This design comes from an exercise in tuning for small area on the open sky130 flow, not from production work.
Only simulation tests tie the RTL to the original design; equivalence was not proved.
Power and IR drop assume default switching activity.

v36:
Design oq_stats_top, start of the top module:
module oq_stats_top #(
  parameter int num_queues   = 5,     
  parameter int usec_div     = 125,   
  parameter int watch_queue  = 3,
  parameter int num_rcv_time = 8,
  parameter int chunk_bytes  = 11     
) (
  input  wire                         axi_aclk,
  input  wire                         axi_resetn,
  input  wire [num_queues*35-1:0]     q_events,
  input  wire [31:0]                  bytes_stored,
  input  wire [31:0]                  bytes_dropped,
  input  wire [7:0]                   reg_addr,
  input  wire                         reg_wr,
  input  wire                         reg_rd,
  input  wire [31:0]                  reg_wdata,
  output wire [31:0]                  reg_rdata,
  output wire                         reg_rd_ack,
  output wire [31:0]                  ipd_value
);
==> flow/config.mk <==
export PLATFORM = sky130hd
export DESIGN_NAME = oq_stats_top
export DESIGN_NICKNAME = oq_stats_top
export VERILOG_FILES = /design/flow/design.v
export SDC_FILE = /design/flow/constraint.sdc
export NUM_CORES = 4
export LEC_CHECK = 0
export CAP_MARGIN = 20
export CORE_MARGIN = 2
export CORE_UTILIZATION = 55
export SETUP_SLACK_MARGIN = 0.15
export SLEW_MARGIN = 20
==> flow/constraint.sdc <==
create_clock -name core_clock -period 8.0 [get_ports {axi_aclk}]
set_input_delay 1.6000 -clock core_clock [delete_from_list [all_inputs] [get_ports {axi_aclk}]]
set_output_delay 1.6000 -clock core_clock [all_outputs]
set_load 0.01 [all_outputs]
standard.sh (not shown) runs the stock make flow with config.mk's settings and CLKGATE_MAP_FILE= SYNTH_SCRIPT=/design/flow/synth_recipe.tcl, a recipe that flattens the netlist after the stock synthesis.
==> flow/flow/run.sh <==
#!/bin/bash
# Standard layout (bash standard.sh, unchanged synthesis, floorplan, power grid and
# routing) with these choices passed through the environment:
#  - the port buffers are buf_1 cells (the standard flow picks a delay buffer);
#  - CTS uses clkbuf_4/clkbuf_8 and inserts no dummy loads.
# The full output of the run goes to standard.log in the work folder; ORFS keeps
# each step's own log under orfs/logs/.
set -euo pipefail
export BUFFER_PORTS_ARGS="-buffer_cell sky130_fd_sc_hd__buf_1"
export CTS_ARGS="-sink_clustering_enable -repair_clock_nets -dont_use_dummy_load -buf_list {sky130_fd_sc_hd__clkbuf_4 sky130_fd_sc_hd__clkbuf_8}"
bash standard.sh > standard.log 2>&1
What v12 does differently from v36 at the input level:
Settings: SETUP_SLACK_MARGIN: 0.15 -> unset.
==> flow/run.sh (new file) <==
#!/bin/bash
# synth_recipe.tcl (not shown) runs the flow's synth.tcl, then flattens the netlist and writes it again
# the make line also repeats each setting of config.mk as NAME=value (left out here)
make -C /OpenROAD-flow-scripts/flow DESIGN_CONFIG=/design/flow/config.mk WORK_HOME=/design/flow/orfs CLKGATE_MAP_FILE= SYNTH_SCRIPT=/design/flow/synth_recipe.tcl finish
removed: flow/flow/run.sh
removed: flow/standard.sh
- The routability congestion estimate of v12 is lower than that of v36.
- Taking v36 as the reference, in v12 global routing usage on met3 now larger; cell area after layout rose 5000 µm²; sequential share of layout area fell 2.0 points.
- From v36 to v12 the numbers moved as follows: proportion of final cell area spent on non-clock buffers increased 3.1 points; fill cell total of the finished layout went down; sum of buffers and inverters on the critical path grew by 2; number of logic stages on the critical path including buffering now larger; routing usage on met1 went down by 0.58 points.
- The total power number comes out lower for v36 vs v12.
Relative to v12, the following input files were edited for v57:
Settings: SETUP_SLACK_MARGIN: unset -> 0.15.
==> flow/flow/run.sh (new file) <==
#!/bin/bash
# Standard layout (bash standard.sh, unchanged synthesis, floorplan, power grid and
# routing) with these choices passed through the environment:
#  - the port buffers are buf_1 cells (the standard flow picks a delay buffer);
#  - CTS uses clkbuf_4, clusters of up to 8 sinks within 50 um, and inserts no dummy loads.
# The full output of the run goes to standard.log in the work folder; ORFS keeps
# each step's own log under orfs/logs/.
set -euo pipefail
export BUFFER_PORTS_ARGS="-buffer_cell sky130_fd_sc_hd__buf_1"
export CTS_ARGS="-sink_clustering_enable -repair_clock_nets -dont_use_dummy_load -sink_clustering_size 8 -sink_clustering_max_diameter 50 -buf_list sky130_fd_sc_hd__clkbuf_4"
bash standard.sh > standard.log 2>&1
==> flow/standard.sh (new file) <==
#!/bin/bash
# synth_recipe.tcl (not shown) runs the flow's synth.tcl, then flattens the netlist and writes it again
# the make line also repeats each setting of config.mk as NAME=value (left out here)
make -C /OpenROAD-flow-scripts/flow DESIGN_CONFIG=/design/flow/config.mk WORK_HOME=/design/flow/orfs CLKGATE_MAP_FILE= SYNTH_SCRIPT=/design/flow/synth_recipe.tcl "${@:-finish}"
removed: flow/run.sh
[summary]
Total power: v57 below v12. Against v12 as the reference, v57 delivers a higher switching part of the total power. | non-clock buffering overhead in the final layout | lower: v57 |. The clock period minus final worst setup slack of v57 is lower than that of v12. Beginning of the critical path: reg_addr[6] -> v57, reg_addr[4] -> v12. v57 did not stop at any stage, and its layout met the timing, DRC and antenna checks. Lower post-route non-filler standard cell count among v57 and v12: v57.

separate check: timing with driven ports:
The results above use ideal ports. As a check the final layouts listed here were re-extracted and re-timed, cells and wires unchanged. Step 1, drivers: a clkbuf_16 drives axi_aclk and a buf_2 each remaining input, both assumed. Step 2 moves the port delays by t, midway between the first and last clock arrival at a register: inputs arrive t later, outputs are due t later. That takes back most of the time a late clock gives input paths. Slacks: ideal ports / drivers / drivers and shift; pairs: ideal ports / drivers.
run | shift t [ns] | setup WS [ns] | latest minus earliest clock arrival (ns)
v36 | 1.062 | 0.416 / 0.446 / -0.616 | 0.097 / 0.096
v12 | 0.899 | 0.152 / 0.212 / -0.688 | 0.028 / 0.027
v57 | 1.325 | 0.401 / 0.405 / -0.917 | 0.147 / 0.147
Met with ideal ports but missed after step 2: setup timing in every run listed. For v57, which loses most, drivers alone change the setup slack by +0.004 ns; drivers and shift together by -1.318 ns.
